Source: an optimization exercise on an open RTL-to-GDS flow (aim: small area). Production flows keep margins and buffers that such runs may drop.
Only simulation tests tie the RTL to the original design; equivalence was not proved.
Power and IR drop assume default switching activity.

`flow/design.v`:
```
`default_nettype none
package decode_pkg;
    typedef logic [31:0] word_t;         
    typedef logic [4:0]  reg_addr_t;     
    typedef logic [3:0]  alu_op_t;       
    typedef logic [2:0]  dmem_info_t;    
    typedef logic [5:0]  opcode_t;
    typedef logic [5:0]  func_t;
    localparam alu_op_t alu_add = 4'h0;
    localparam alu_op_t alu_sub = 4'h1;
    localparam alu_op_t alu_and = 4'h2;
    localparam alu_op_t alu_or  = 4'h3;
    localparam alu_op_t alu_xor = 4'h4;
    localparam alu_op_t alu_slt = 4'h5;
    localparam alu_op_t alu_nop = 4'hf;
    localparam opcode_t op_rtype = 6'h00;
    localparam opcode_t op_fp    = 6'h01;    
    localparam opcode_t op_j     = 6'h02;
    localparam opcode_t op_jal   = 6'h03;
    localparam opcode_t op_beqz  = 6'h04;
    localparam opcode_t op_bnez  = 6'h05;
    localparam opcode_t op_addi  = 6'h08;
    localparam opcode_t op_andi  = 6'h0c;
    localparam opcode_t op_ori   = 6'h0d;
    localparam opcode_t op_xori  = 6'h0e;
    localparam opcode_t op_jr    = 6'h12;
    localparam opcode_t op_jalr  = 6'h13;
    localparam func_t fn_add = 6'h20;
    localparam func_t fn_sub = 6'h22;
    localparam func_t fn_and = 6'h24;
    localparam func_t fn_or  = 6'h25;
    localparam func_t fn_xor = 6'h26;
    localparam func_t fn_slt = 6'h2a;
    localparam reg_addr_t link_reg  = 5'd31;
    localparam word_t     link_step = 32'd4;
    typedef struct packed {
        logic reg_write;     
        logic fp_write;      
        logic mem_read;
        logic mem_write;
        logic imm_src;       
        logic link;          
        logic branch;        
    } ctrl_t;
    typedef struct packed {
        logic      valid;
        logic      fp;
        reg_addr_t addr;
        word_t     value;
    } fwd_t;
    typedef struct packed {
        logic      we;
        logic      fp;       
        reg_addr_t addr;
        word_t     data;
    } wb_t;
    typedef struct packed {
        ctrl_t      ctrl;
        alu_op_t    alu_op;
        word_t      op_a;
        word_t      op_b;
        word_t      imm;
        dmem_info_t dmem;
        reg_addr_t  dest;
        reg_addr_t  src_a;
        reg_addr_t  src_b;
    } id_ex_t;
endpackage
`default_nettype wire
`default_nettype none
module decode_control (
    input  logic                   clk,
    input  logic                   reset,
    input  logic                   stall,
    input  decode_pkg::word_t      instruction,
    output decode_pkg::ctrl_t      ctrl,
    output decode_pkg::alu_op_t    alu_op,
    output decode_pkg::dmem_info_t dmem,
    output logic                   insert_bubble,
    output logic                   fetch_hold
);
    logic [3:0]            count;        
    decode_pkg::opcode_t   opcode;
    decode_pkg::func_t     func;
    decode_pkg::alu_op_t   func_op;
    function automatic decode_pkg::alu_op_t func_to_alu(input decode_pkg::func_t fn);
        decode_pkg::alu_op_t op;
        case (fn)
            decode_pkg::fn_add: op = decode_pkg::alu_add;
            decode_pkg::fn_sub: op = decode_pkg::alu_sub;
            decode_pkg::fn_and: op = decode_pkg::alu_and;
            decode_pkg::fn_or:  op = decode_pkg::alu_or;
            decode_pkg::fn_xor: op = decode_pkg::alu_xor;
            decode_pkg::fn_slt: op = decode_pkg::alu_slt;
            default:            op = decode_pkg::alu_nop;    
        endcase
        func_to_alu = op;
    endfunction
    assign opcode  = instruction[31:26];
    assign func    = instruction[5:0];
    assign func_op = func_to_alu(func);
    always_comb
    begin
        ctrl   = '0;
        alu_op = decode_pkg::alu_nop;
        dmem   = '0;
        case (opcode)
            decode_pkg::op_rtype:
            begin
                ctrl.reg_write = (func_op != decode_pkg::alu_nop);
                alu_op         = func_op;
            end
            decode_pkg::op_fp:
            begin
                ctrl.fp_write = (func_op != decode_pkg::alu_nop);
                alu_op        = func_op;
            end
            decode_pkg::op_addi, decode_pkg::op_andi,
            decode_pkg::op_ori, decode_pkg::op_xori:
            begin
                ctrl.reg_write = 1'b1;
                ctrl.imm_src   = 1'b1;
                case (opcode)
                    decode_pkg::op_andi: alu_op = decode_pkg::alu_and;
                    decode_pkg::op_ori:  alu_op = decode_pkg::alu_or;
                    decode_pkg::op_xori: alu_op = decode_pkg::alu_xor;
                    default:             alu_op = decode_pkg::alu_add;
                endcase
            end
            decode_pkg::op_beqz, decode_pkg::op_bnez:
                ctrl.branch = 1'b1;
            decode_pkg::op_jal, decode_pkg::op_jalr:
            begin
                ctrl.reg_write = 1'b1;
                ctrl.link      = 1'b1;
                alu_op         = decode_pkg::alu_add;
            end
            default:
            begin
                if (opcode[5:4] == 2'b10)            
                begin
                    ctrl.reg_write = ~opcode[3];
                    ctrl.mem_read  = ~opcode[3];
                    ctrl.mem_write = opcode[3];
                    ctrl.imm_src   = 1'b1;
                    alu_op         = decode_pkg::alu_add;
                    dmem           = opcode[2:0];
                end
            end
        endcase
    end
    always_ff @(posedge clk)
    begin
        if (reset)
            count <= '0;
        else if (!stall)
        begin
            if (count != '0)
                count <= count - 1'b1;
            else if (ctrl.link)
                count <= 4'd2;
            else if (ctrl.mem_read)
                count <= 4'd9;
        end
    end
    assign insert_bubble = (count != '0);
    assign fetch_hold    = insert_bubble;
endmodule
`default_nettype wire
`default_nettype none
module reg_file (
    input  logic                  clk,
    input  logic                  reset,
    input  logic                  we,
    input  logic                  wr_fp,
    input  decode_pkg::reg_addr_t wr_addr,
    input  decode_pkg::word_t     wr_data,
    input  logic                  fp_sel,
    input  decode_pkg::reg_addr_t rd_addr_a,
    input  decode_pkg::reg_addr_t rd_addr_b,
    output decode_pkg::word_t     rd_int_or_a,   
    output logic                  rd_int_hit_a,  
    output logic                  rd_int_zero_a, 
    output decode_pkg::word_t     rd_data_a,
    output decode_pkg::word_t     rd_data_b
);
    logic [31:1][31:0] int_regs;
    logic [31:0][31:0] fp_regs;
    logic [31:0] wr_dec;
    logic [31:0] rd_dec_a;
    logic [31:0] rd_dec_b;
    logic [31:0] int_we;
    logic [31:0] fp_we;
    logic [31:0] int_en;
    logic [31:0] fp_en;
    logic [31:0] wr_masked;
    logic        int_wr;
    assign wr_dec   = 32'd1 << wr_addr;
    assign rd_dec_a = 32'd1 << rd_addr_a;
    assign rd_dec_b = 32'd1 << rd_addr_b;
    assign int_wr = we && !wr_fp && wr_addr != '0;            
    assign int_we = {32{we && !wr_fp}} & wr_dec & ~32'd1;
    assign fp_we  = {32{we && wr_fp}} & wr_dec;
    assign int_en    = int_we | {32{reset}};
    assign fp_en     = fp_we | {32{reset}};
    assign wr_masked = wr_data & {32{!reset}};
    for (genvar i = 1; i < 32; i++)
    begin : g_int
        always_ff @(posedge clk)
            if (int_en[i])
                int_regs[i] <= wr_masked;
    end
    logic [31:1] int_nz;
    logic        wr_nz;
    assign wr_nz = wr_masked != '0;
    for (genvar i = 1; i < 32; i++)
    begin : g_int_nz
        always_ff @(posedge clk)
            if (int_en[i])
                int_nz[i] <= wr_nz;
    end
    assign rd_int_zero_a = (rd_dec_a[31:1] & int_nz) == '0;
    for (genvar i = 0; i < 32; i++)
    begin : g_fp
        always_ff @(posedge clk)
            if (fp_en[i])
                fp_regs[i] <= wr_masked;
    end
    logic [31:0] int_or_a;
    logic [31:0] fp_or_a;
    logic [31:0] int_or_b;
    logic [31:0] fp_or_b;
    always_comb
    begin
        for (int b = 0; b < 32; b++)
        begin
            logic [30:0] ti_a;
            logic [30:0] ti_b;
            logic [31:0] tf_a;
            logic [31:0] tf_b;
            for (int i = 1; i < 32; i++)
            begin
                ti_a[i - 1] = rd_dec_a[i] & int_regs[i][b];
                ti_b[i - 1] = rd_dec_b[i] & int_regs[i][b];
            end
            for (int i = 0; i < 32; i++)
            begin
                tf_a[i] = rd_dec_a[i] & fp_regs[i][b];
                tf_b[i] = rd_dec_b[i] & fp_regs[i][b];
            end
            int_or_a[b] = |ti_a;
            int_or_b[b] = |ti_b;
            fp_or_a[b]  = |tf_a;
            fp_or_b[b]  = |tf_b;
        end
    end
    logic int_hit_a;
    logic fp_hit_a;
    logic int_hit_b;
    logic fp_hit_b;
    assign int_hit_a = int_wr && wr_addr == rd_addr_a;
    assign fp_hit_a  = we && wr_fp && wr_addr == rd_addr_a;
    assign int_hit_b = int_wr && wr_addr == rd_addr_b;
    assign fp_hit_b  = we && wr_fp && wr_addr == rd_addr_b;
    assign rd_int_or_a  = int_or_a;
    assign rd_int_hit_a = int_hit_a;
    assign rd_data_a = fp_sel ? (fp_hit_a ? wr_data : fp_or_a) :
                                (int_hit_a ? wr_data : int_or_a);
    assign rd_data_b = fp_sel ? (fp_hit_b ? wr_data : fp_or_b) :
                                (int_hit_b ? wr_data : int_or_b);
endmodule
`default_nettype wire
`default_nettype none
module branch_unit (
    input  decode_pkg::word_t   instruction,
    input  decode_pkg::word_t   pc_plus_four,
    input  decode_pkg::ctrl_t   ctrl,
    input  decode_pkg::word_t   rs_or,         
    input  logic                rs_hit_wb,     
    input  logic                rs_zero,       
    input  decode_pkg::word_t   wb_data,
    input  decode_pkg::fwd_t    fwd_ex,
    input  decode_pkg::fwd_t    fwd_mem,
    output logic                jump_taken,
    output decode_pkg::word_t   target
);
    decode_pkg::opcode_t   opcode;
    decode_pkg::reg_addr_t rs;
    decode_pkg::word_t     rs_value;      
    decode_pkg::word_t     offset;
    logic                  hit_ex;
    logic                  hit_mem;
    logic                  jump_imm;
    logic                  jump_reg;
    logic                  cond;
    assign opcode = instruction[31:26];
    assign rs     = instruction[25:21];
    assign hit_ex  = fwd_ex.valid && !fwd_ex.fp && fwd_ex.addr != '0 && fwd_ex.addr == rs;
    assign hit_mem = fwd_mem.valid && !fwd_mem.fp && fwd_mem.addr != '0 &&
                     fwd_mem.addr == rs;
    assign rs_value = hit_ex    ? fwd_ex.value :
                      hit_mem   ? fwd_mem.value :
                      rs_hit_wb ? wb_data :
                                  rs_or;
    assign jump_imm = (opcode == decode_pkg::op_j) || (opcode == decode_pkg::op_jal);
    assign jump_reg = (opcode == decode_pkg::op_jr) || (opcode == decode_pkg::op_jalr);
    assign cond = (hit_ex  ? fwd_ex.value == '0 :
                   hit_mem ? fwd_mem.value == '0 :
                   rs_hit_wb ? wb_data == '0 :
                             rs_zero) ^ instruction[26];
    assign offset = jump_imm ? {{6{instruction[25]}}, instruction[25:0]} :
                               {{16{instruction[15]}}, instruction[15:0]};
    assign jump_taken = jump_imm || jump_reg || (ctrl.branch && cond);
    assign target = jump_reg ? rs_value : pc_plus_four + offset;
endmodule
`default_nettype wire
`default_nettype none
module operand_latch (
    input  logic                   clk,
    input  logic                   reset,
    input  logic                   stall,
    input  logic                   insert_bubble,
    input  decode_pkg::word_t      instruction,
    input  decode_pkg::word_t      pc_plus_four,
    input  decode_pkg::ctrl_t      ctrl,
    input  decode_pkg::alu_op_t    alu_op,
    input  decode_pkg::dmem_info_t dmem,
    input  decode_pkg::word_t      rd_a,
    input  decode_pkg::word_t      rd_b,
    output decode_pkg::id_ex_t     id_ex
);
    decode_pkg::opcode_t   opcode;
    decode_pkg::reg_addr_t rs;
    decode_pkg::reg_addr_t rt;
    logic                  zero_ext;
    logic                  imm_hi;       
    logic                  imm_hi_q;
    logic [15:0]           imm_lo_q;
    assign opcode = instruction[31:26];
    assign rs     = instruction[25:21];
    assign rt     = instruction[20:16];
    assign zero_ext = (opcode == decode_pkg::op_andi) || (opcode == decode_pkg::op_ori) ||
                      (opcode == decode_pkg::op_xori);
    assign imm_hi = instruction[15] & ~zero_ext;
    typedef enum logic [2:0] {
        cls_none, cls_rtype, cls_fp, cls_imm, cls_branch, cls_link, cls_load, cls_store
    } cls_t;
    cls_t       cls;
    cls_t       cls_q;
    logic [2:0] alu_q;
    always_comb
    begin
        if (ctrl.fp_write)       cls = cls_fp;
        else if (ctrl.branch)    cls = cls_branch;
        else if (ctrl.link)      cls = cls_link;
        else if (ctrl.mem_read)  cls = cls_load;
        else if (ctrl.mem_write) cls = cls_store;
        else if (ctrl.imm_src)   cls = cls_imm;
        else if (ctrl.reg_write) cls = cls_rtype;
        else                     cls = cls_none;
    end
    always_ff @(posedge clk)
    begin
        if (reset)
        begin
            cls_q <= cls_none;
            alu_q <= 3'b111;
        end
        else if (!stall)
        begin
            cls_q <= insert_bubble ? cls_none : cls;
            alu_q <= insert_bubble ? 3'b111 : alu_op[2:0];
        end
    end
    assign id_ex.ctrl.reg_write = cls_q == cls_rtype || cls_q == cls_imm ||
                                  cls_q == cls_link || cls_q == cls_load;
    assign id_ex.ctrl.fp_write  = cls_q == cls_fp;
    assign id_ex.ctrl.mem_read  = cls_q == cls_load;
    assign id_ex.ctrl.mem_write = cls_q == cls_store;
    assign id_ex.ctrl.imm_src   = cls_q == cls_imm || cls_q == cls_load || cls_q == cls_store;
    assign id_ex.ctrl.link      = cls_q == cls_link;
    assign id_ex.ctrl.branch    = cls_q == cls_branch;
    assign id_ex.alu_op         = {alu_q[2] & alu_q[1], alu_q};
    always_comb
    begin
        case (cls_q)
            cls_rtype, cls_fp: id_ex.dest = imm_lo_q[15:11];
            cls_imm, cls_load: id_ex.dest = id_ex.src_b;
            cls_link:          id_ex.dest = decode_pkg::link_reg;
            default:           id_ex.dest = '0;
        endcase
    end
    always_ff @(posedge clk)
    begin
        if (!stall)
        begin
            if (insert_bubble)
            begin
                id_ex.op_a  <= '0;
                id_ex.op_b  <= '0;
                imm_hi_q    <= 1'b0;
                imm_lo_q    <= '0;
                id_ex.dmem  <= '0;
                id_ex.src_a <= '0;
                id_ex.src_b <= '0;
            end
            else
            begin
                id_ex.op_a  <= ctrl.link ? pc_plus_four : rd_a;
                id_ex.op_b  <= ctrl.link ? decode_pkg::link_step : rd_b;
                imm_hi_q    <= imm_hi;
                imm_lo_q    <= instruction[15:0];
                id_ex.dmem  <= dmem;
                id_ex.src_a <= ctrl.link ? '0 : rs;   
                id_ex.src_b <= ctrl.link ? '0 : rt;
            end
        end
    end
    assign id_ex.imm = {{16{imm_hi_q}}, imm_lo_q};
endmodule
`default_nettype wire
`default_nettype none
module decode_stage (
    input  logic               clk,
    input  logic               reset,
    input  decode_pkg::word_t  instruction,
    input  decode_pkg::word_t  pc_plus_four,
    input  logic               stall,
    input  decode_pkg::wb_t    wb,
    input  decode_pkg::fwd_t   fwd_ex,
    input  decode_pkg::fwd_t   fwd_mem,
    output decode_pkg::id_ex_t id_ex,
    output logic               jump_taken,
    output decode_pkg::word_t  target,
    output logic               fetch_hold
);
    decode_pkg::ctrl_t      ctrl;
    decode_pkg::alu_op_t    alu_op;
    decode_pkg::dmem_info_t dmem;
    logic                   insert_bubble;
    decode_pkg::word_t      rd_a;
    decode_pkg::word_t      rd_int_or_a;
    logic                   rd_int_hit_a;
    logic                   rd_int_zero_a;
    decode_pkg::word_t      rd_b;
    decode_control control (
        .clk           (clk),
        .reset         (reset),
        .stall         (stall),
        .instruction   (instruction),
        .ctrl          (ctrl),
        .alu_op        (alu_op),
        .dmem          (dmem),
        .insert_bubble (insert_bubble),
        .fetch_hold    (fetch_hold)
    );
    reg_file regs (
        .clk       (clk),
        .reset     (reset),
        .we        (wb.we),
        .wr_fp     (wb.fp),
        .wr_addr   (wb.addr),
        .wr_data   (wb.data),
        .fp_sel    (ctrl.fp_write),
        .rd_addr_a (instruction[25:21]),
        .rd_addr_b (instruction[20:16]),
        .rd_int_or_a  (rd_int_or_a),
        .rd_int_hit_a (rd_int_hit_a),
        .rd_int_zero_a(rd_int_zero_a),
        .rd_data_a (rd_a),
        .rd_data_b (rd_b)
    );
    branch_unit branch (
        .instruction  (instruction),
        .pc_plus_four (pc_plus_four),
        .ctrl         (ctrl),
        .rs_or        (rd_int_or_a),
        .rs_hit_wb    (rd_int_hit_a),
        .rs_zero      (rd_int_zero_a),
        .wb_data      (wb.data),
        .fwd_ex       (fwd_ex),
        .fwd_mem      (fwd_mem),
        .jump_taken   (jump_taken),
        .target       (target)
    );
    operand_latch latch (
        .clk           (clk),
        .reset         (reset),
        .stall         (stall),
        .insert_bubble (insert_bubble),
        .instruction   (instruction),
        .pc_plus_four  (pc_plus_four),
        .ctrl          (ctrl),
        .alu_op        (alu_op),
        .dmem          (dmem),
        .rd_a          (rd_a),
        .rd_b          (rd_b),
        .id_ex         (id_ex)
    );
endmodule
`default_nettype wire
```
`flow/constraint.sdc`:
```
create_clock -name core_clock -period 7.0 [get_ports {clk}]
set_input_delay 1.4000 -clock core_clock [delete_from_list [all_inputs] [get_ports {clk}]]
set_output_delay 1.4000 -clock core_clock [all_outputs]
set_load 0.01 [all_outputs]
```
`flow/config.mk`:
```
export PLATFORM = sky130hd
export DESIGN_NAME = decode_stage
export DESIGN_NICKNAME = decode_stage
export VERILOG_FILES = /design/flow/design.v
export SDC_FILE = /design/flow/constraint.sdc
export NUM_CORES = 4
export LEC_CHECK = 0
export CAP_MARGIN = 10
export CORE_MARGIN = 2
export CORE_UTILIZATION = 40
export CTS_BUF_LIST = sky130_fd_sc_hd__clkbuf_4 sky130_fd_sc_hd__clkbuf_8
export CTS_CLUSTER_SIZE = 20
export SETUP_SLACK_MARGIN = 0.05
export SLEW_MARGIN = 10
```
`flow/run.sh`:
```
#!/bin/bash
# synth_recipe.tcl (not shown) runs the flow's synth.tcl, then flattens the netlist and writes it again
# the make line also repeats each setting of config.mk as NAME=value (left out here)
make -C /OpenROAD-flow-scripts/flow DESIGN_CONFIG=/design/flow/config.mk WORK_HOME=/design/flow/orfs CLKGATE_MAP_FILE= SYNTH_SCRIPT=/design/flow/synth_recipe.tcl finish
```
==> out/results.txt, run 1 <==
status = complete, but fails checks
SO Viols = capacitance limit, slew limit, setup timing
Worst R2R Start = regs.int_regs[761]$_DFFE_PP_
Starting Density = 40.1%
hold depth = 2
Setup crit start kind = primary input
die footprint = 0.242 mm^2
worst vdd ir = 0.252 mV
critical path class = in2out
WHS = 0.516 ns
area delta synth->final = 20.4%
flop-to-flop setup slack = 3.26 ns
antenna violations before repair = 54
DP Wirelength = 343 mm
Yosys cell types = 89
switching share of power = 29.0%
Final Hold Fails = 0
most frequent cells in the layout = edfxtp_1, a22oi_1, nand2_1
clk latency of the worst-skew pair = 1.17 ns
worst endpoint required time = 5.60 ns
IO Port Bufs = 342
FFs w/ async S/R, synth = 0%
number of global-route vias before repair = 81200
R2R depth = 7
DR vias = 89600
# placed instances = 10700
Die Y = 492 um
Root Driver = clkbuf_8
count of flip-flops with a built-in enable after synthesis = 2141
Avg WL per Cell = 49.8 um
RSZ-0062 raised after global routing = yes
grt ovf = 0
largest net degree at the start of global routing = 70
die width = 492 um
Remaining DRCs = 0
share of layout cells above drive strength 1 = 17.7%
Crit. End Element = primary output
commonest non-fill, non-tap cell in the layout = edfxtp_1
Reg power frac = 50.4%
Tmin final = 7.13 ns
htree depth = 5
clock transition at the registers of the reported paths = 0.06 ns
Non-Filler Instances = 11400
Final Max Tran Viols = 44
CP cell instances = clkdlybuf4s50_1, buf_12, nand3b_1, nor2_4, buf_12, a22oi_1, and3_1, and4b_1, a31oi_2, buf_4, a21oi_1, o22ai_1, clkdlybuf4s50_1
Mapped Cells = 7119
Comb pwr share = 13.4%
clock share of power = 36.2%
worst slew pin tran = 1.54 ns
pwr/cell area = 282 mW/mm^2
dominant cell type by area after synthesis = edfxtp_1
Synth Warn # = 4
clk buf depth = 4
number of hold buffers added after cts = 0
routability cong. = 1.06
vias per inst = 7.85
pre-CTS WS = -0.822 ns
Net Sw Power = 9370 uW
RR Endpoint = latch.id_ex[107]$_SDFFCE_PN0N_
CP max stage delay = 0.68 ns
period utilization = 102%
synth top area cells = edfxtp_1, a22oi_1, nand2_1
syn nets = 7337
critical path data arrival time = 5.73 ns
First-pass DRT Iterations = 22
worst min path class = reg2reg
first-pass GRT wire length = 735 mm
TritonCTS buffer count = 373
I/O pin total = 343
syn avg cell area = 13.4 um^2
Seq/Total Area, Yosys = 67.7%
Fmax = 140 MHz
Max transition margin = -3.07%
Overall Power = 32300 uW
Max Clock Skew = 0.102 ns
floorplan row count = 179
Layout Nets = 8143
Synth Flop Type = edfxtp_1
wirelength, routed = 568 mm
Max Cap Viol = 3
hold endpoint = control.count[2]$_SDFFE_PP0P_
Max FO, Critical Path = 28
DR iter-0 viols = 23300
core area = 0.237 mm^2
Final WS setup = -0.135 ns
area share of the largest cell type after synthesis = 67.5%
CTS tree = yes
hold path start = control.count[2]$_SDFFE_PP0P_
CP max-delay cell = a31oi_2
GRT Util Overall = 44.9%
mapped cell area = 0.0953 mm^2
Internal Power = 23000 uW
Setup Viol. Count Final = 7
LEAKAGE = 0.0401 uW
Antenna Nets Post-Route = 0
clk sinks = 2151
post-synthesis register bit count = 2151
-- kinds of logic after synthesis --
logic type	after synthesis	synth area share [%]
buffers and inverters	589	2.69
DFF	2151	67.7
and+or+nand+nor	1870	9.83
muxes	28	0.295
adders and majority gates	36	0.475
xor gates and xnor gates	40	0.368
AOI/OAI and AO/OA	2405	18.7
-- layer usage --
metal	share of wire (%)	vias up	GRT usage, %
li1	-	31100	-
met1	31	42600	52.2
met2	38	12100	60.2
met3	19	3680	23.8
met4	11	38	38.2
met5	0.049	-	0.998
-- per-stage QoR --
step	setup TNS (ns)	instance area, um^2	util, %
after floorplan	0	95300	-
after CTS	0	114000	48.1
after detailed placement	-2.85	107000	45.0
after global placement	-3.04	107000	45.0
after global routing	0	115000	48.3
final	-0.382	115000	48.3
-- worst max-delay path by stage --
stage / end / start / slack, ns / cells past startpoint
CTS: target[10] / instruction[22] / 0.06 / 15
finish: target[16] / instruction[23] / -0.13 / 13
detailed placement: target[7] / instruction[22] / -0.82 / 15
global route: target[10] / instruction[21] / 0.02 / 15
global placement: target[7] / instruction[22] / -0.87 / 15
floorplan: target[24] / instruction[28] / 1.38 / 14
-- cell usage after synthesis, types with 8 or more instances --
library cell     n
and3_1         111
or2_2            8
a222oi_1        52
nand2_1        613
a31o_2          10
mux2i_1         27
a2111oi_0       27
inv_1           21
a211oi_1        10
o21a_1          13
nor2b_1         45
o21ai_1          9
nand3_1        295
xnor2_1         19
ha_1            33
buf_2          154
and4_1          10
a31oi_1         42
edfxtp_1      2141
and2_1          34
nor3b_1          8
o21ai_0        121
a221oi_1        25
a21oi_1        125
nand2b_1        17
a22o_1          97
nand4_1        223
nor3_1          91
a21o_1          28
clkbuf_1       322
nand3b_1        13
buf_6            9
o22ai_1         15
o221ai_1        14
or4_1            8
o211ai_1        66
buf_4           24
a22oi_1       1700
nor2_2          11
xor2_1          21
buf_1           58
nor4_1         157
nor2_1         189
dfxtp_1         10
-- final cells by class --
| class | count | area (um^2) |
|---|---|---|
| fillers | 20700 | 123000 |
| flip-flops and latches | 2151 | 64500 |
| multi-input cells | 4383 | 29500 |
| repair buffers | 994 | 9370 |
| clock buffers | 476 | 5980 |
| well taps | 3167 | 3960 |
| clock inverters | 168 | 1180 |
| diodes | 53 | 133 |
| inverters | 22 | 90.1 |
-- worst max-delay path, delay by kind of cell --
kind / cells / cell delay (ns)
buffers and inverters: 5 / 1.94
AOI/OAI and AO/OA: 4 / 1.18
and+or+nand+nor: 4 / 1.14
-- flip-flops by register name (all words and copies together) (netlist names), 3 cells and up --
signal and flops:
control.count 4, latch.cls_q 3, regs.fp_regs 1024, latch.id_ex 77
regs.int_nz 31, latch.alu_q 3, regs.int_regs 992, latch.imm_lo_q 16
-- power by group through the flow --
stage	combinational (uW)	clock, uW	sequential, uW
final	4340	11700	16300
after detailed placement	3990	0	16500
after global routing	4270	12100	16300
after floorplan	1510	0	16300
after global placement	3990	0	16500
after CTS	4010	11500	16200
-- timing repair --
item	4_1_cts	5_1_grt
gates resized for setup	16	9
pin swaps	3	12
endpoints found under the setup margin	10	12
cloned	0	5
setup buffers	10	40
==> run 2: changes to the inputs <==
==> flow/config.mk (replaced) <==
export PLATFORM = sky130hd
export DESIGN_NAME = decode_stage
export DESIGN_NICKNAME = decode_stage
export VERILOG_FILES = /design/flow/design.v
export SDC_FILE = /design/flow/constraint.sdc
export NUM_CORES = 4
export LEC_CHECK = 0
export CAP_MARGIN = 20
export CELL_PAD_IN_SITES_DETAIL_PLACEMENT = 1
export CELL_PAD_IN_SITES_GLOBAL_PLACEMENT = 1
export CORE_MARGIN = 2
export CORE_UTILIZATION = 40
export CTS_CLUSTER_DIAMETER = 80
export CTS_CLUSTER_SIZE = 25
export SETUP_SLACK_MARGIN = 0.3
export SLEW_MARGIN = 20
==> out/results.txt, run 2 <==
clk buf depth = 3 (-1)
Die Y = 492 um (unchanged)
Synth Warn # = 4 (unchanged)
routability cong. = 0.984 (-7.4%)
grt ovf = 0 (unchanged)
area share of the largest cell type after synthesis = 67.5% (unchanged)
WHS = 0.520 ns (+0.00322 ns)
I/O pin total = 343 (unchanged)
Yosys cell types = 89 (unchanged)
worst min path class = reg2reg
mapped cell area = 0.0953 mm^2 (unchanged)
Starting Density = 40.1% (unchanged)
synth cell count leaders = edfxtp_1, a22oi_1, nand2_1
die width = 492 um (unchanged)
status = no timing/DRC/antenna violations
clk latency of the worst-skew pair = 0.91 ns (-0.26 ns)
synth top area cells = edfxtp_1, a22oi_1, nand2_1
wirelength, routed = 596 mm (+5.0%)
LEAKAGE = 0.0393 uW (-2.0%)
Fmax = 145 MHz (+3.4%)
share of layout cells above drive strength 1 = 15.7% (-2.0 points)
dominant cell type by area after synthesis = edfxtp_1
most frequent cells in the layout = edfxtp_1, a22oi_1, buf_4
Antenna Nets Post-Route = 0 (unchanged)
worst endpoint required time = 5.60 ns (about the same)
Final Hold Fails = 0 (unchanged)
critical path class = in2out
Synth Flop Type = edfxtp_1
Reg with most FFs = regs.fp_regs
Seq. cell area = 0.0645 mm^2 (unchanged)
vias per inst = 7.91 (+0.82%)
Remaining DRCs = 0 (unchanged)
syn avg cell area = 13.4 um^2 (unchanged)
CP cell instances = clkdlybuf4s50_1, buf_12, nor3b_4, buf_4, and2_4, buf_12, a22oi_1, nand2_1, nor4_2, buf_4, a31oi_4, a21oi_1, o22ai_1, clkdlybuf4s50_1
area delta synth->final = 19.2%
Setup crit start kind = primary input
Mapped Cells = 7119 (unchanged)
most common cell in the netlist = edfxtp_1
clock transition at the registers of the reported paths = 0.08 ns (+0.02 ns)
pwr/cell area = 264 mW/mm^2 (-6.4%)
htree depth = 4 (-1)
Worst R2R Start = regs.fp_regs[279]$_DFFE_PP_
Setup Viol. Count Final = 0 (-7)
antenna violations before repair = 47 (-13%)
worst vdd ir = 0.156 mV (-38%)
DP Wirelength = 365 mm (+6.4%)
DR iter-0 viols = 19800 (-15%)
hold path start = control.count[2]$_SDFFE_PP0P_
floorplan row count = 179 (unchanged)
core area = 0.237 mm^2 (unchanged)
Max Clock Skew = 0.0536 ns (-0.0486 ns)
flop-to-flop setup slack = 3.00 ns (-0.26 ns)
CP max stage delay = 0.67 ns (about the same)
commonest non-fill, non-tap cell in the layout = edfxtp_1
Final Max Tran Viols = 0 (-100%)
TritonCTS buffer count = 137 (-63%)
Multi-input gate area = 0.0299 mm^2 (+1.3%)
FFs w/ async S/R, synth = 0% (unchanged)
hold endpoint = control.count[2]$_SDFFE_PP0P_
Largest regs = regs.fp_regs: 1024 flops, regs.int_regs: 992 flops, latch.id_ex: 77 flops
first-pass GRT wire length = 771 mm (+4.9%)
R2R depth = 8 (+1)
Max Cap Viol = 0 (-3)
Root Driver = clkbuf_16
First-pass DRT Iterations = 10 (-55%)
Avg WL per Cell = 53.8 um (+8.1%)
DR vias = 87800 (-2.0%)
Max transition margin = 9.81% (+13 points)
Tmin final = 6.90 ns (-0.232 ns)
critical path data arrival time = 5.50 ns (-0.23 ns)
FILL cells = 23600 (+14%)
RR Endpoint = latch.id_ex[105]$_SDFFCE_PN0N_
CP max-delay cell = clkdlybuf4s50_1
post-synthesis register bit count = 2151 (unchanged)
GRT Util Overall = 47.4% (+2.4 points)
Layout Nets = 8005 (-1.7%)
max FFs per register = 1024 (unchanged)
Max FO, Critical Path = 16 (-43%)
Finished Core Util = 47.9% (-0.46 points)
count of flip-flops with a built-in enable after synthesis = 2141 (unchanged)
worst slew pin tran = 1.35 ns (-0.193 ns)
Seq/Total Area, Yosys = 67.7% (unchanged)
IO Port Bufs = 342 (unchanged)
period utilization = 98.6% (-3.3 points)
number of global-route vias before repair = 81600 (+0.48%)
RSZ-0062 raised after global routing = yes
clk sinks = 2151 (unchanged)
syn nets = 7337 (unchanged)
hold depth = 2 (unchanged)
die footprint = 0.242 mm^2 (unchanged)
CTS tree = yes
largest net degree at the start of global routing = 77 (+10%)
Crit. End Element = primary output
[run 2: cell types whose count changed in the layout (fill, tap and decap cells not counted), moves of 30 or more]
cell / previous run / this run
clkinv_1: 86 / 9
clkbuf_16: 1 / 144
clkbuf_8: 384 / 0
buf_4: 567 / 629
nand2_2: 41 / 11
clkbuf_4: 92 / 0
nand2_4: 2 / 32
clkinv_2: 59 / 7
[run 2: timing repair]
item	4_1_cts	5_1_grt
buffers inserted	49	45
hold buffers	0	0
resized for setup	27	48
pin swaps	13	18
cloned	4	7
endpoints found under the setup margin	31	31
[run 2: layout make-up]
cell class	instances	share of cell area [%]
antenna	40	0.0881
clock inverter	92	0.948
inverter	22	0.0793
tap	3167	3.49
multi-input combinational	4388	26.3
sequential	2151	56.8
clock buffer	148	3.17
timing repair buffer	1087	9.16
[run 2: power breakdown]
| group | total [uW] | internal, uW | switching [uW] | leakage, uW |
|---|---|---|---|---|
| Combinational | 4410 | 1290 | 3130 | 0.0162 |
| Sequential | 16300 | 15500 | 761 | 0.0208 |
| Clock | 9290 | 4230 | 5060 | 0.00227 |
| Total | 30000 | 21000 | 8950 | 0.0393 |
[run 2: logic make-up (layout without fill, tap and decap cells)]
group	count (synthesis)	count (layout)	synth area share (%)
compound gates	2405	2405	18.7
buf+inv	589	1349	2.69
mux	28	28	0.295
xor+xnor	40	40	0.368
fa+ha+maj	36	36	0.475
simple gates	1870	1879	9.83
other cells	0	40	0
flops	2151	2151	67.7
[run 2: metrics by stage]
step | instances | worst slack, ns | total power, uW | instance area (um^2) | TNS [ns]
4_1_cts | 11000 | 0.139 | 29500 | 113000 | 0
2_1_floorplan | 7119 | 1.38 | 17800 | 95300 | 0
3_3_place_gp | 10700 | -0.839 | 20500 | 107000 | -2.96
3_5_place_dp | 10700 | -0.604 | 20600 | 107000 | -1.97
5_1_grt | 11100 | 0.217 | 30300 | 114000 | 0
6_report | 11100 | 0.0975 | 30000 | 114000 | 0
[run 2: worst max-delay path by stage]
stage                                from    endpoint  slack [ns]
final                     instruction[24]  target[12]         0.1
after global placement    instruction[23]  target[12]       -0.84
after floorplan           instruction[28]  target[24]        1.38
after detailed placement  instruction[23]  target[15]       -0.60
after CTS                 instruction[22]  jump_taken        0.14
after global routing      instruction[24]  target[12]        0.22
[run 2: worst max-delay path: cells and delay by family]
| family | cells | cell delay [ns] |
|---|---|---|
| compound gates | 4 | 1.11 |
| buf+inv | 6 | 1.97 |
| simple gates | 4 | 0.95 |
[run 2: routing by layer]
metal  vias up  part of all wire [%]  track usage (%)
met5         -                 0.021                0
met4        18                   9.4             34.1
met3      2638                    17             18.4
met2     10100                    40             66.1
met1     44200                    34             59.8
li1      30800                     -                -
==> run 3: changes to the inputs <==
==> flow/flow/run.sh (new file) <==
#!/bin/bash
# Layout: the standard ORFS flow (standard.sh), unchanged synthesis, with
# two extra ORFS settings for area: plain buf_1 cells on the ports instead of
# the delay buffers buffer_ports picks, and larger sink clusters without dummy
# loads in the clock tree.
set -euo pipefail
here=$(pwd)
export BUFFER_PORTS_ARGS="-buffer_cell sky130_fd_sc_hd__buf_1"
export CTS_ARGS="-sink_clustering_enable -repair_clock_nets -dont_use_dummy_load -sink_clustering_size 25 -sink_clustering_max_diameter 80"
bash standard.sh finish > "$here/standard.log" 2>&1
==> flow/standard.sh (new file) <==
#!/bin/bash
# synth_recipe.tcl (not shown) runs the flow's synth.tcl, then flattens the netlist and writes it again
# the make line also repeats each setting of config.mk as NAME=value (left out here)
make -C /OpenROAD-flow-scripts/flow DESIGN_CONFIG=/design/flow/config.mk WORK_HOME=/design/flow/orfs CLKGATE_MAP_FILE= SYNTH_SCRIPT=/design/flow/synth_recipe.tcl "${@:-finish}"
--- a/flow/config.mk
+++ b/flow/config.mk
@@ -10,7 +10,5 @@
 export CELL_PAD_IN_SITES_GLOBAL_PLACEMENT = 1
 export CORE_MARGIN = 2
 export CORE_UTILIZATION = 40
-export CTS_CLUSTER_DIAMETER = 80
-export CTS_CLUSTER_SIZE = 25
 export SETUP_SLACK_MARGIN = 0.3
 export SLEW_MARGIN = 20
removed: flow/run.sh
==> out/results.txt, run 3 <==
core area = 0.237 mm^2 (unchanged)
Fmax = 143 MHz (-1.6%)
synth top area cells = edfxtp_1, a22oi_1, nand2_1
critical path class = in2out
synth cell count leaders = edfxtp_1, a22oi_1, nand2_1
clock transition at the registers of the reported paths = 0.07 ns (about the same)
htree depth = 4 (unchanged)
floorplan row count = 179 (unchanged)
R2R depth = 10 (+2)
Root Driver = clkbuf_16
RSZ-0062 raised after global routing = yes
first-pass GRT wire length = 751 mm (-2.5%)
delay-heaviest family, CP = buffers and inverters
share of layout cells above drive strength 1 = 12.1% (-3.5 points)
period utilization = 100% (+1.6 points)
clk latency of the worst-skew pair = 0.88 ns (-0.03 ns)
max FFs per register = 1024 (unchanged)
area delta synth->final = 13.3%
antenna violations before repair = 40 (-15%)
commonest non-fill, non-tap cell in the layout = edfxtp_1
largest net degree at the start of global routing = 65 (-16%)
hold path start = control.count[2]$_SDFFE_PP0P_
syn avg cell area = 13.4 um^2 (unchanged)
count of flip-flops with a built-in enable after synthesis = 2141 (unchanged)
status = complete, but fails checks
pwr/cell area = 261 mW/mm^2 (-1.2%)
worst endpoint required time = 5.60 ns (about the same)
Final Max Tran Viols = 0 (unchanged)
compound-cell area share of the yosys netlist = 18.7% (unchanged)
worst slew pin tran = 1.33 ns (-0.0171 ns)
CP cell instances = buf_1, buf_4, nor3b_2, buf_12, and2_4, buf_4, a22oi_1, nand2_1, nor4_1, a31oi_2, buf_4, a21oi_1, o22ai_1, buf_4, buf_1
Antenna Nets Post-Route = 0 (unchanged)
Setup Viol. Count Final = 1 (+1)
LEAKAGE = 0.0365 uW (-7.0%)
RR Endpoint = latch.id_ex[93]$_SDFFCE_PN0N_
Setup crit start kind = primary input
Remaining DRCs = 0 (unchanged)
hold endpoint = control.count[2]$_SDFFE_PP0P_
FILL cells = 24000 (+1.7%)
routability cong. = 1.02 (+3.8%)
DR iter-0 viols = 20000 (+1.1%)
Crit. End Element = primary output
IO Port Bufs = 342 (unchanged)
area share of the largest cell type after synthesis = 67.5% (unchanged)
CTS tree = yes
most common cell in the netlist = edfxtp_1
placed cell area = 0.104 mm^2 (-3.0%)
Avg WL per Cell = 53.7 um (-0.14%)
worst vdd ir = 0.288 mV (+84%)
wirelength, routed = 579 mm (-2.9%)
Final WS setup = -0.0118 ns (-0.109 ns)
die width = 492 um (unchanged)
DP Wirelength = 354 mm (-3.1%)
First-pass DRT Iterations = 10 (unchanged)
crit path buf inv count = 7 (+1)
Max Cap Viol = 0 (unchanged)
Yosys cell types = 89 (unchanged)
GRT Util Overall = 46.2% (-1.2 points)
Final Hold Fails = 0 (unchanged)
worst min path class = reg2reg
post-synthesis register bit count = 2151 (unchanged)
Max transition margin = 11.3% (+1.5 points)
syn nets = 7337 (unchanged)
Largest regs = regs.fp_regs: 1024 flops, regs.int_regs: 992 flops, latch.id_ex: 77 flops
design area = 0.108 mm^2 (-5.0%)
Synth Flop Type = edfxtp_1
Mapped Cells = 7119 (unchanged)
main combinational cell family by area after synthesis = compound AO/OA/AOI/OAI gates
mux cell area share after synthesis = 0.295% (unchanged)
Synth Warn # = 4 (unchanged)
CP max stage delay = 0.63 ns (-0.04 ns)
Starting Density = 40.1% (unchanged)
Layout Nets = 7804 (-2.5%)
Max FO, Critical Path = 26 (+10)
Max Clock Skew = 0.0806 ns (+0.0270 ns)
vias per inst = 7.93 (+0.21%)
Post-Synth Adder-Cell Area = 0.475% (unchanged)
WHS = 0.534 ns (+0.0148 ns)
I/O pin total = 343 (unchanged)
DR vias = 85500 (-2.6%)
dominant cell type by area after synthesis = edfxtp_1
clk sinks = 2151 (unchanged)
Synth Area in Simple Gates = 9.83% (unchanged)
Worst R2R Start = control.count[1]$_SDFFE_PP0P_
SO Viols = setup timing
pre-CTS WS = -0.0700 ns (+0.534 ns)
Die Y = 492 um (unchanged)
most used cell, CP = buf_4
grt ovf = 0 (unchanged)
die footprint = 0.242 mm^2 (unchanged)
TritonCTS buffer count = 136 (-0.73%)
most frequent cells in the layout = edfxtp_1, a22oi_1, nand2_1
FFs w/ async S/R, synth = 0% (unchanged)
Tmin final = 7.01 ns (+0.109 ns)
mapped cell area = 0.0953 mm^2 (unchanged)
CP max-delay cell = a31oi_2
clk buf depth = 3 (unchanged)
critical path data arrival time = 5.61 ns (+0.11 ns)
flop-to-flop setup slack = 3.14 ns (+0.14 ns)
number of hold buffers added after cts = 0 (unchanged)
number of global-route vias before repair = 79800 (-2.2%)
Reg with most FFs = regs.fp_regs
Synth Area in XOR/XNOR = 0.368% (unchanged)
Seq/Total Area, Yosys = 67.7% (unchanged)
hold depth = 2 (unchanged)
-- run 3: cell counts after synthesis --
Identical to the previous run, type by type.
-- run 3: repair_timing --
item | in CTS | in global routing
setup buffers | 10 | 8
gates resized for setup | 1 | 7
endpoints found under the setup margin | 3 | 7
pin swaps | 3 | 4
endpoints found under the hold margin | 0 | 0
gates cloned | 3 | 0
-- run 3: power breakdown --
part           total, uW  switching, uW  internal [uW]  leakage [uW]
combinational       3990           3060            929        0.0141
clock               7880           4420           3450       0.00168
sequential         16300            770          15500        0.0208
total              28200           8260          19900        0.0365
-- run 3: final cells by class --
class / instances / area [um^2] / area share, %
Tap cell: 3167 / 3960 / 3.67
Clock buffer: 136 / 3400 / 3.15
Inverter: 22 / 92.6 / 0.0857
Sequential cell: 2151 / 64500 / 59.7
Timing Repair Buffer: 893 / 6330 / 5.86
Multi-Input combinational cell: 4382 / 29600 / 27.4
Antenna cell: 37 / 92.6 / 0.0857
-- run 3: logic make-up (layout without fill, tap and decap cells) --
group,Yosys count,count (layout)
XOR/XNOR,40,40
multiplexers,28,28
buffers and inverters,589,1051
other,0,37
flip-flops,2151,2151
adder cells (fa/ha/maj),36,36
AND/OR/NAND/NOR,1870,1873
AO/OA/AOI/OAI,2405,2405
-- run 3: metrics by stage --
step / std cells / utilization (%) / total power, uW / TNS [ns]
after floorplan: 7119 / - / 17800 / 0
after global placement: 10600 / 43.9 / 20200 / -0.108
after detailed placement: 10600 / 43.9 / 20200 / -0.0700
after CTS: 10700 / 45.4 / 27700 / 0
after global routing: 10800 / 45.5 / 28400 / 0
final: 10800 / 45.5 / 28200 / -0.0118
-- run 3: how the worst max path moves through the flow --
stage                         start          to  slack [ns]  depth (start not counted)
floorplan           instruction[28]  target[24]        1.38                         14
global placement    instruction[24]   target[1]        -0.1                         10
detailed placement  instruction[24]  target[12]       -0.07                         15
CTS                 instruction[21]   target[4]        0.29                         11
global route        instruction[24]  target[12]        0.08                         14
finish              instruction[24]  target[12]       -0.01                         15
-- run 3: per-layer routing --
metal  share of wire (%)  vias up  wire (um)  track usage, %
met5               0.087        -        502           0.920
met4                 9.4       28      54400            34.9
met3                  17     2533      96900            18.6
met2                  40     9933     232000            63.8
met1                  34    42900     195000            57.7
li1                    -    30200          -               -
-- run 3: worst min-delay path: cells and delay by family (launching register included) --
family	cells	cell delay, ns
DFF	1	0.33
AOI/OAI and AO/OA	2	0.16
==> run 4: changes to the inputs <==
==> flow/flow/run.sh (replaced) <==
#!/bin/bash
# Layout: the standard ORFS flow (standard.sh), unchanged synthesis, with
# a few extra ORFS settings for area: plain buf_1 cells on the ports instead of
# the delay buffers buffer_ports picks, no dummy loads in the clock tree, and
# downsizing of non-critical cells after global routing.
set -euo pipefail
here=$(pwd)
export BUFFER_PORTS_ARGS="-buffer_cell sky130_fd_sc_hd__buf_1"
export CTS_ARGS="-sink_clustering_enable -repair_clock_nets -dont_use_dummy_load -sink_clustering_size 25 -sink_clustering_max_diameter 80"
export RECOVER_POWER=100
bash standard.sh finish > "$here/standard.log" 2>&1
==> flow/config.mk (replaced) <==
export PLATFORM = sky130hd
export DESIGN_NAME = decode_stage
export DESIGN_NICKNAME = decode_stage
export VERILOG_FILES = /design/flow/design.v
export SDC_FILE = /design/flow/constraint.sdc
export NUM_CORES = 4
export LEC_CHECK = 0
export CAP_MARGIN = 10
export CELL_PAD_IN_SITES_DETAIL_PLACEMENT = 1
export CELL_PAD_IN_SITES_GLOBAL_PLACEMENT = 1
export CORE_MARGIN = 2
export CORE_UTILIZATION = 40
export SETUP_SLACK_MARGIN = 0.05
export SLEW_MARGIN = 10
==> out/results.txt, run 4 <==
Internal Power = 20000 uW (+0.28%)
core area = 0.237 mm^2 (unchanged)
sequential power = 16400 uW (about the same)
R2R depth = 8 (-2)
htree depth = 4 (unchanged)
number of global-route vias before repair = 80100 (+0.39%)
Setup Viol. Count Final = 25 (+24)
Avg WL per Cell = 53.7 um (about the same)
count of flip-flops with a built-in enable after synthesis = 2141 (unchanged)
critical path data arrival time = 7.82 ns (+2.21 ns)
floorplan row count = 179 (unchanged)
Reg with most FFs = regs.fp_regs
synth cell count leaders = edfxtp_1, a22oi_1, nand2_1
die footprint = 0.242 mm^2 (unchanged)
syn avg cell area = 13.4 um^2 (unchanged)
first-pass GRT wire length = 751 mm (about the same)
DP Wirelength = 353 mm (-0.23%)
Root Driver = clkbuf_16
Main power group = registers
RSZ-0062 raised after global routing = yes
share of layout cells above drive strength 1 = 10.1% (-2.1 points)
Critical Path End = regs.fp_regs[976]$_DFFE_PP_
clock transition at the registers of the reported paths = 0.09 ns (+0.02 ns)
dominant cell type by area after synthesis = edfxtp_1
Comb. pwr = 3930 uW (-2%)
I/O pin total = 343 (unchanged)
Comb pwr share = 13.9% (-0.3 points)
LEAKAGE = 0.0360 uW (-1.4%)
Reg power frac = 58.0% (+0.2 points)
Tmin final = 7.34 ns (+0.328 ns)
syn nets = 7337 (unchanged)
Crit. End Element = flop
CP cell instances = clkbuf_1, nand3_1, o21ai_0, clkbuf_2
worst slew pin tran = 5.38 ns (+4.05 ns)
Starting Density = 40.1% (unchanged)
clk buf depth = 3 (unchanged)
clk sinks = 2151 (unchanged)
grt ovf = 0 (unchanged)
crit path buf inv count = 2 (-5)
WHS = 0.533 ns (-0.00118 ns)
Finished Core Util = 45.0% (-0.44 points)
FILL cells = 24000 (+0.31%)
area share of the largest cell type after synthesis = 67.5% (unchanged)
Largest regs = regs.fp_regs: 1024 flops, regs.int_regs: 992 flops, latch.id_ex: 77 flops
hold endpoint = control.count[2]$_SDFFE_PP0P_
Max Clock Skew = 0.0768 ns (-0.00377 ns)
most common cell in the netlist = edfxtp_1
final setup TNS = -6.10 ns (-6.09 ns)
hold depth = 2 (unchanged)
Overall Power = 28200 uW (+0.16%)
Layout Nets = 7795 (-0.12%)
clock share of power = 28.1% (about the same)
pwr/cell area = 264 mW/mm^2 (+1.1%)
FFs w/ async S/R, synth = 0% (unchanged)
period utilization = 105% (+4.7 points)
Clock group = 7910 uW (about the same)
Die Y = 492 um (unchanged)
switching share of power = 29.2% (-0.088 points)
antenna violations before repair = 42 (+5.0%)
synth top area cells = edfxtp_1, a22oi_1, nand2_1
flop-to-flop setup slack = 2.35 ns (-0.79 ns)
Final Max Tran Viols = 3241 (+3241)
TritonCTS buffer count = 137 (+0.74%)
worst min path class = reg2reg
GRT Util Overall = 46.1% (-0.080 points)
routability cong. = 1.02 (unchanged)
number of cells on the critical path = 4 (-11)
Max Cap Viol = 105 (+105)
Max FO, Critical Path = 12 (-54%)
Antenna Nets Post-Route = 0 (unchanged)
Worst R2R Start = control.count[0]$_SDFFE_PP0P_
die width = 492 um (unchanged)
area delta synth->final = 12.2%
Seq/Total Area, Yosys = 67.7% (unchanged)
CP max-delay cell = o21ai_0
post-synthesis register bit count = 2151 (unchanged)
CTS tree = yes
DR vias = 85100 (-0.58%)
commonest non-fill, non-tap cell in the layout = edfxtp_1
wirelength, routed = 579 mm (about the same)
Setup crit start kind = primary input
status = complete, but fails checks
Remaining DRCs = 0 (unchanged)
Synth Warn # = 4 (unchanged)
Max transition margin = -262% (-270 points)
IO Port Bufs = 342 (unchanged)
SO Viols = capacitance limit, slew limit, setup timing
most frequent cells in the layout = edfxtp_1, a22oi_1, nand2_1
largest net degree at the start of global routing = 65 (unchanged)
# placed instances = 10600 (-0.038%)
Fmax = 136 MHz (-4.5%)
First-pass DRT Iterations = 9 (-1)
DR iter-0 viols = 19200 (-4.0%)
Final Hold Fails = 0 (unchanged)
worst endpoint required time = 7.48 ns (+1.88 ns)
WL met2 = 233 mm (+0.55%)
routed wl met3 = 97.5 mm (+0.63%)
Synth Flop Type = edfxtp_1
max FFs per register = 1024 (unchanged)
Non-Filler Instances = 10800 (-0.12%)
RR Endpoint = latch.id_ex[92]$_SDFFCE_PN0N_
clk latency of the worst-skew pair = 0.88 ns (about the same)
Worst setup startpoint = wb[35]
vias per inst = 7.89 (-0.46%)
Final WS setup = -0.340 ns (-0.328 ns)
CP max stage delay = 4.12 ns (+3.49 ns)
worst vdd ir = 0.298 mV (+3.8%)
critical path class = in2reg
Net Sw Power = 8240 uW (-0.14%)
Mapped Cells = 7119 (unchanged)
mapped cell area = 0.0953 mm^2 (unchanged)
top layer used by detailed routing = met5
Yosys cell types = 89 (unchanged)
delay-heaviest family, CP = compound AO/OA/AOI/OAI gates
hold path start = control.count[2]$_SDFFE_PP0P_
wl on met1 = 195 mm (-0.46%)
run 4: cell counts after synthesis:
No cell type changed its count.
run 4: power groups by stage:
stage | clock network (uW) | registers, uW | logic, uW
2_1_floorplan | 0 | 16300 | 1510
3_3_place_gp | 0 | 16500 | 3700
3_5_place_dp | 0 | 16500 | 3720
4_1_cts | 7810 | 16200 | 3730
run 4: through the flow:
| step | setup WS, ns | instance area, um^2 |
|---|---|---|
| 6_report | -0.340 | 107000 |
| 5_1_grt | 0.00454 | 107000 |
| 4_1_cts | 0.183 | 108000 |
| 3_5_place_dp | -0.0840 | 104000 |
| 3_3_place_gp | -0.0961 | 104000 |
| 2_1_floorplan | 1.38 | 95300 |
run 4: cells by family after synthesis:
logic type | after synthesis | share of synthesized area [%]
buffers and inverters | 589 | 2.69
AO/OA/AOI/OAI | 2405 | 18.7
AND/OR/NAND/NOR | 1870 | 9.83
flip-flops | 2151 | 67.7
XOR/XNOR | 40 | 0.368
multiplexers | 28 | 0.295
adder cells (fa/ha/maj) | 36 | 0.475
run 4: worst max-delay path by stage:
| stage | depth (start not counted) | slack, ns | endpoint |
|---|---|---|---|
| 4_1_cts | 11 | 0.18 | target[8] |
| 2_1_floorplan | 14 | 1.38 | target[24] |
| 3_5_place_dp | 13 | -0.08 | target[12] |
| 3_3_place_gp | 10 | -0.1 | target[1] |
run 4: timing repair:
| item | in CTS | in global routing |
|---|---|---|
| gates cloned | 1 | 2 |
| pin swaps | 1 | 6 |
| setup endpoints to repair | 1 | 2 |
| hold buffers | 0 | 0 |
| setup buffers | 0 | 12 |
| gates resized for setup | 1 | 0 |
run 4: area by class of cell:
type / instances / area, um^2 / share of cell area [%]
flip-flops and latches: 2151 / 64500 / 60.3
well taps: 3167 / 3960 / 3.71
multi-input cells: 4382 / 29100 / 27.2
repair buffers: 883 / 5830 / 5.45
diodes: 33 / 82.6 / 0.0772
clock buffers: 137 / 3430 / 3.21
inverters: 22 / 88.8 / 0.0831
run 4: layer usage:
| layer | vias to the layer above | GRT usage (%) |
|---|---|---|
| li1 | 30200 | - |
| met1 | 42900 | 57.7 |
| met2 | 9622 | 63.8 |
| met3 | 2390 | 18.7 |
| met5 | - | 0.294 |
| met4 | 38 | 34.4 |

## afterwards: timing with drivers on the ports
The results above use ideal ports. As a check the final layouts listed here were re-extracted and re-timed, cells and wires unchanged. Step 1 assumes that a clkbuf_16 drives the clock port and a buf_2 every other input. Step 2 also shifts input and output timing later by t, the mid clock arrival at the registers, as if the neighbouring blocks saw the same clock. a / b / c = no drivers / after step 1 / after step 2; a / b = the first two.
run	shift t [ns]	setup slack, ns	worst data-port slew with drivers (ns)
run 1	1.208	-0.135 / -0.206 / -0.206	0.12
run 2	0.995	0.098 / 0.064 / 0.064	0.09
run 3	0.935	-0.012 / -0.043 / -0.043	0.08
run 4	0.943	-0.340 / -0.323 / -1.266	0.09
The setup slack of run 4, which loses most, moves by +0.017 ns with the drivers and by -0.926 ns with both steps.
